Background: an optimization exercise with open tools, aiming at small area and a short achievable clock period. Do not read the settings as production practice.
RTL that was checked went through simulation tests only; none was proved equivalent to the original.
No activity file was given, so power comes from the tool's default toggle rates.

Design scope_capture, start of the top module:
module scope_capture (
  input  logic        clk,
  input  logic        reset,
  input  logic [11:0] sin_in,
  input  logic [11:0] cos_in,
  input  logic [11:0] squ_in,
  input  logic [11:0] saw_in,
  input  logic [1:0]  sel,
  input  logic [11:0] trig_level,
  input  logic        trig_slope,
  input  logic [7:0]  decim,
  input  logic        arm,
  input  logic        abort,
  output logic        busy,
  output logic        done,
  input  logic [7:0]  rd_addr,
  output logic [11:0] rd_data
);
Size: ~7000 cells after synthesis, roughly 97 I/O pins, roughly 120000 um^2 of cells after synthesis.
==> module scope_capture, before the edit <==
module scope_capture (
  input  logic        clk,
  input  logic        reset,
  input  logic [11:0] sin_in,
  input  logic [11:0] cos_in,
  input  logic [11:0] squ_in,
  input  logic [11:0] saw_in,
  input  logic [1:0]  sel,
  input  logic [11:0] trig_level,
  input  logic        trig_slope,
  input  logic [7:0]  decim,
  input  logic        arm,
  input  logic        abort,
  output logic        busy,
  output logic        done,
  input  logic [7:0]  rd_addr,
  output logic [11:0] rd_data
);
  logic        busy_q, done_q, capt_q;
  logic [1:0]  sel_q;
  logic [11:0] level_q;
  logic        slope_q;
  logic [7:0]  decim_q;
  logic [7:0]  rem_q;       
  logic        zero_q;      
  logic [7:0]  wptr_q;
  logic        rise_q;      
  logic        fall_q;      
  logic [11:0] chan [4];
  assign chan[0] = sin_in;
  assign chan[1] = cos_in;
  assign chan[2] = squ_in;
  assign chan[3] = saw_in;
  logic [3:0] ge, le;
  for (genvar c = 0; c < 4; c++) begin : g_cmp
    scope_ge12 u_ge (.a(chan[c]), .b(level_q), .ge(ge[c]));
    scope_ge12 u_le (.a(level_q), .b(chan[c]), .ge(le[c]));
  end
  logic [11:0] cur;
  logic        cur_ge, cur_le;
  assign cur    = chan[sel_q];
  assign cur_ge = ge[sel_q];
  assign cur_le = le[sel_q];
  logic strobe, hit, last, arm_ok;
  assign strobe = busy_q & zero_q;
  assign hit    = (rise_q & cur_ge) | (fall_q & cur_le);
  assign last   = &wptr_q;
  assign arm_ok = arm & ~abort & ~busy_q;
  always_ff @(posedge clk or negedge reset) begin
    if (!reset) begin
      busy_q <= 1'b0;
      done_q <= 1'b0;
      capt_q <= 1'b0;
    end else if (abort) begin
      busy_q <= 1'b0;
      done_q <= 1'b0;
      capt_q <= 1'b0;
    end else if (arm_ok) begin
      busy_q <= 1'b1;
      done_q <= 1'b0;
      capt_q <= 1'b0;
    end else if (strobe) begin
      if (!capt_q) begin
        if (hit) capt_q <= 1'b1;
      end else if (last) begin
        busy_q <= 1'b0;
        done_q <= 1'b1;
        capt_q <= 1'b0;
      end
    end
  end
  always_ff @(posedge clk) begin
    if (arm_ok) begin
      sel_q   <= sel;
      level_q <= trig_level;
      slope_q <= trig_slope;
      decim_q <= decim;
      rem_q   <= decim;
      zero_q  <= (decim == 8'd0);
      wptr_q  <= 8'd0;
      rise_q  <= 1'b0;
      fall_q  <= 1'b0;
    end else if (!abort && busy_q) begin
      if (zero_q) begin
        rem_q  <= decim_q;
        zero_q <= (decim_q == 8'd0);
        if (!capt_q) begin
          rise_q <= slope_q & ~cur_ge;
          fall_q <= ~slope_q & ~cur_le;
          if (hit) wptr_q <= 8'd1;
        end else if (!last) begin
          wptr_q <= wptr_q + 8'd1;
        end
      end else begin
        rem_q  <= rem_q - 8'd1;
        zero_q <= (rem_q == 8'd1);
      end
    end
  end
  logic        pend_q;
  logic [7:0]  paddr_q;
  logic [11:0] pdata_q;     
  always_ff @(posedge clk) begin
    pend_q  <= ~abort & strobe & (capt_q | hit);
    paddr_q <= wptr_q;
    pdata_q <= ~cur;
  end
  logic [11:0]  mem_q [256];
  logic [255:0] we;
  always_comb begin
    for (int k = 0; k < 256; k++) we[k] = pend_q & (paddr_q == 8'(k));
  end
  always_ff @(posedge clk) begin
    for (int k = 0; k < 256; k++)
      if (we[k]) mem_q[k] <= pdata_q;
  end
  logic [15:0] rsel_lo [4];
  logic [15:0] rsel_hi;
  for (genvar c = 0; c < 4; c++) begin : g_plo
    scope_dec4 u_dec (.a(rd_addr[3:0]), .y(rsel_lo[c]));
  end
  scope_dec4 u_dec_hi (.a(rd_addr[7:4]), .y(rsel_hi));
  logic [255:0] rsel_n;
  for (genvar k = 0; k < 256; k++) begin : g_sel
    scope_nand2 u_sel (.a(rsel_hi[k / 16]), .b(rsel_lo[k / 64][k % 16]), .y(rsel_n[k]));
  end
  logic byp;
  assign byp = pend_q & (paddr_q == rd_addr);
  logic [11:0] rd_d;
  for (genvar b = 0; b < 12; b++) begin : g_rd
    logic [127:0] p0;
    for (genvar g = 0; g < 128; g++) begin : g_leaf
      scope_o22ai u_leaf (
        .a1(rsel_n[2*g]),   .a2(mem_q[2*g][b]),
        .b1(rsel_n[2*g+1]), .b2(mem_q[2*g+1][b]),
        .y (p0[g])
      );
    end
    logic [63:0] n1;
    logic [15:0] p2;
    logic [7:0]  n3;
    logic [3:0]  p4;
    logic [1:0]  n5;
    logic        t6;
    for (genvar i = 0; i < 64; i++) begin : g_l1
      scope_nor2 u (.a(p0[2*i]), .b(p0[2*i+1]), .y(n1[i]));
    end
    for (genvar i = 0; i < 16; i++) begin : g_l2
      scope_nand4 u (.a(n1[4*i]), .b(n1[4*i+1]), .c(n1[4*i+2]), .d(n1[4*i+3]), .y(p2[i]));
    end
    for (genvar i = 0; i < 8; i++) begin : g_l3
      scope_nor2 u (.a(p2[2*i]), .b(p2[2*i+1]), .y(n3[i]));
    end
    for (genvar i = 0; i < 4; i++) begin : g_l4
      scope_nand2 u (.a(n3[2*i]), .b(n3[2*i+1]), .y(p4[i]));
    end
    for (genvar i = 0; i < 2; i++) begin : g_l5
      scope_nor2 u (.a(p4[2*i]), .b(p4[2*i+1]), .y(n5[i]));
    end
    scope_a21oi u_l6 (.a1(n5[0]), .a2(n5[1]), .b1(byp), .y(t6));
    scope_a21o  u_l7 (.a1(byp), .a2(~pdata_q[b]), .b1(t6), .y(rd_d[b]));
  end
  logic [11:0] rd_q;
  always_ff @(posedge clk or negedge reset) begin
    if (!reset) rd_q <= 12'd0;
    else        rd_q <= rd_d;
  end
  assign busy    = busy_q;
  assign done    = done_q;
  assign rd_data = rd_q;
endmodule
==> module scope_ge12, before the edit <==
module scope_ge12 (input logic [11:0] a, input logic [11:0] b, output logic ge);
  logic [11:0] g0, l0;
  logic [5:0]  g1, l1;
  logic [2:0]  g2, l2;
  logic        g3, l3;
  always_comb begin
    g0 = a & ~b;
    l0 = ~a & b;
    for (int i = 0; i < 6; i++) begin
      g1[i] = g0[2*i+1] | (~l0[2*i+1] & g0[2*i]);
      l1[i] = l0[2*i+1] | (~g0[2*i+1] & l0[2*i]);
    end
    for (int i = 0; i < 3; i++) begin
      g2[i] = g1[2*i+1] | (~l1[2*i+1] & g1[2*i]);
      l2[i] = l1[2*i+1] | (~g1[2*i+1] & l1[2*i]);
    end
    g3 = g2[2] | (~l2[2] & g2[1]);
    l3 = l2[2] | (~g2[2] & l2[1]);
    ge = ~(l3 | (~g3 & l2[0]));
  end
endmodule
Settings: LEC_CHECK=0, CAP_MARGIN=20, CORE_MARGIN=2, CORE_UTILIZATION=60, CTS_CLUSTER_DIAMETER=60, CTS_CLUSTER_SIZE=25, SETUP_SLACK_MARGIN=2.6, SLEW_MARGIN=60, SYNTH_HIERARCHICAL=1, SYNTH_MINIMUM_KEEP_SIZE=0; clock period 5.0 ns.
run.sh (not shown) runs the stock make flow with config.mk's settings and CLKGATE_MAP_FILE= SYNTH_SCRIPT=/design/flow/synth_recipe.tcl, a recipe that flattens the netlist after the stock synthesis.
==> next run, changes <==
--- a/flow/design.v
+++ b/flow/design.v
@@ -32,9 +32,11 @@
   assign chan[2] = squ_in;
   assign chan[3] = saw_in;
   logic [3:0] ge, le;
-  for (genvar c = 0; c < 4; c++) begin : g_cmp
-    scope_ge12 u_ge (.a(chan[c]), .b(level_q), .ge(ge[c]));
-    scope_ge12 u_le (.a(level_q), .b(chan[c]), .ge(le[c]));
+  always_comb begin
+    for (int c = 0; c < 4; c++) begin
+      ge[c] = (chan[c] >= level_q);
+      le[c] = (chan[c] <= level_q);
+    end
   end
   logic [11:0] cur;
   logic        cur_ge, cur_le;
@@ -117,13 +119,9 @@
   logic [15:0] rsel_lo [4];
   logic [15:0] rsel_hi;
   for (genvar c = 0; c < 4; c++) begin : g_plo
-    scope_dec4 u_dec (.a(rd_addr[3:0]), .y(rsel_lo[c]));
+    scope_dec4n u_dec (.a(rd_addr[3:0]), .y(rsel_lo[c]));
   end
   scope_dec4 u_dec_hi (.a(rd_addr[7:4]), .y(rsel_hi));
-  logic [255:0] rsel_n;
-  for (genvar k = 0; k < 256; k++) begin : g_sel
-    scope_nand2 u_sel (.a(rsel_hi[k / 16]), .b(rsel_lo[k / 64][k % 16]), .y(rsel_n[k]));
-  end
   logic byp;
   assign byp = pend_q & (paddr_q == rd_addr);
   logic [11:0] rd_d;
@@ -131,8 +129,8 @@
     logic [127:0] p0;
     for (genvar g = 0; g < 128; g++) begin : g_leaf
       scope_o22ai u_leaf (
-        .a1(rsel_n[2*g]),   .a2(mem_q[2*g][b]),
-        .b1(rsel_n[2*g+1]), .b2(mem_q[2*g+1][b]),
+        .a1(rsel_lo[g / 32][(2*g) % 16]),   .a2(mem_q[2*g][b]),
+        .b1(rsel_lo[g / 32][(2*g+1) % 16]), .b2(mem_q[2*g+1][b]),
         .y (p0[g])
       );
     end
@@ -143,7 +141,7 @@
     logic [1:0]  n5;
     logic        t6;
     for (genvar i = 0; i < 64; i++) begin : g_l1
-      scope_nor2 u (.a(p0[2*i]), .b(p0[2*i+1]), .y(n1[i]));
+      scope_o21ai u (.a1(p0[2*i]), .a2(p0[2*i+1]), .b1(rsel_hi[i / 4]), .y(n1[i]));
     end
     for (genvar i = 0; i < 16; i++) begin : g_l2
       scope_nand4 u (.a(n1[4*i]), .b(n1[4*i+1]), .c(n1[4*i+2]), .d(n1[4*i+3]), .y(p2[i]));
@@ -181,35 +179,22 @@
 module scope_nand4 (input logic a, b, c, d, output logic y);
   assign y = ~(a & b & c & d);
 endmodule
+module scope_o21ai (input logic a1, a2, b1, output logic y);
+  assign y = ~((a1 | a2) & b1);
+endmodule
 module scope_a21oi (input logic a1, a2, b1, output logic y);
   assign y = ~((a1 & a2) | b1);
 endmodule
 module scope_a21o (input logic a1, a2, b1, output logic y);
   assign y = (a1 & a2) | b1;
 endmodule
+module scope_dec4n (input logic [3:0] a, output logic [15:0] y);
+  always_comb begin
+    for (int i = 0; i < 16; i++) y[i] = ~(a == 4'(i));
+  end
+endmodule
 module scope_dec4 (input logic [3:0] a, output logic [15:0] y);
   always_comb begin
     for (int i = 0; i < 16; i++) y[i] = (a == 4'(i));
   end
 endmodule
-module scope_ge12 (input logic [11:0] a, input logic [11:0] b, output logic ge);
-  logic [11:0] g0, l0;
-  logic [5:0]  g1, l1;
-  logic [2:0]  g2, l2;
-  logic        g3, l3;
-  always_comb begin
-    g0 = a & ~b;
-    l0 = ~a & b;
-    for (int i = 0; i < 6; i++) begin
-      g1[i] = g0[2*i+1] | (~l0[2*i+1] & g0[2*i]);
-      l1[i] = l0[2*i+1] | (~g0[2*i+1] & l0[2*i]);
-    end
-    for (int i = 0; i < 3; i++) begin
-      g2[i] = g1[2*i+1] | (~l1[2*i+1] & g1[2*i]);
-      l2[i] = l1[2*i+1] | (~g1[2*i+1] & l1[2*i]);
-    end
-    g3 = g2[2] | (~l2[2] & g2[1]);
-    l3 = l2[2] | (~g2[2] & l2[1]);
-    ge = ~(l3 | (~g3 & l2[0]));
-  end
-endmodule
=> The new run finished with timing, DRC and antenna clean; worst setup slack gets better by 350 ps; clock power is about the same; die area decreases by 1.1%; first-iteration DRC count rose by 27%; clock skew stays flat; wire length increases by 14%.
The RTL of the first run of this note was laid out without a check of its function.

==> re-timing with driven ports <==
The results above use ideal ports. As a check the final layouts listed here were re-extracted and re-timed, cells and wires unchanged.
Step 1 assumes that a clkbuf_16 drives the clock port and a buf_2 every other input.
Step 2 adds t to the input delays and takes it off the output delays; t is the mean of the earliest and latest rising clock arrival at the registers after step 1. Input paths then give back, and output paths get back, about the clock's delay inside the block.
Three values: ideal, step 1, step 2; two values: the first two.
run	t, ns	setup slack, ns	worst hold slack (ns)	worst register clock-pin slew, ns
the first run	0.931	1.946 / 1.954 / 1.086	0.110 / 0.046 / 0.403	0.10 / 0.10
the second run	0.966	2.297 / 2.123 / 1.157	0.396 / 0.396 / 0.396	0.10 / 0.10
After both steps setup and hold are still met in every run listed. For the second run, which loses most, drivers alone change the setup slack by -0.174 ns; drivers and shift together by -1.140 ns.
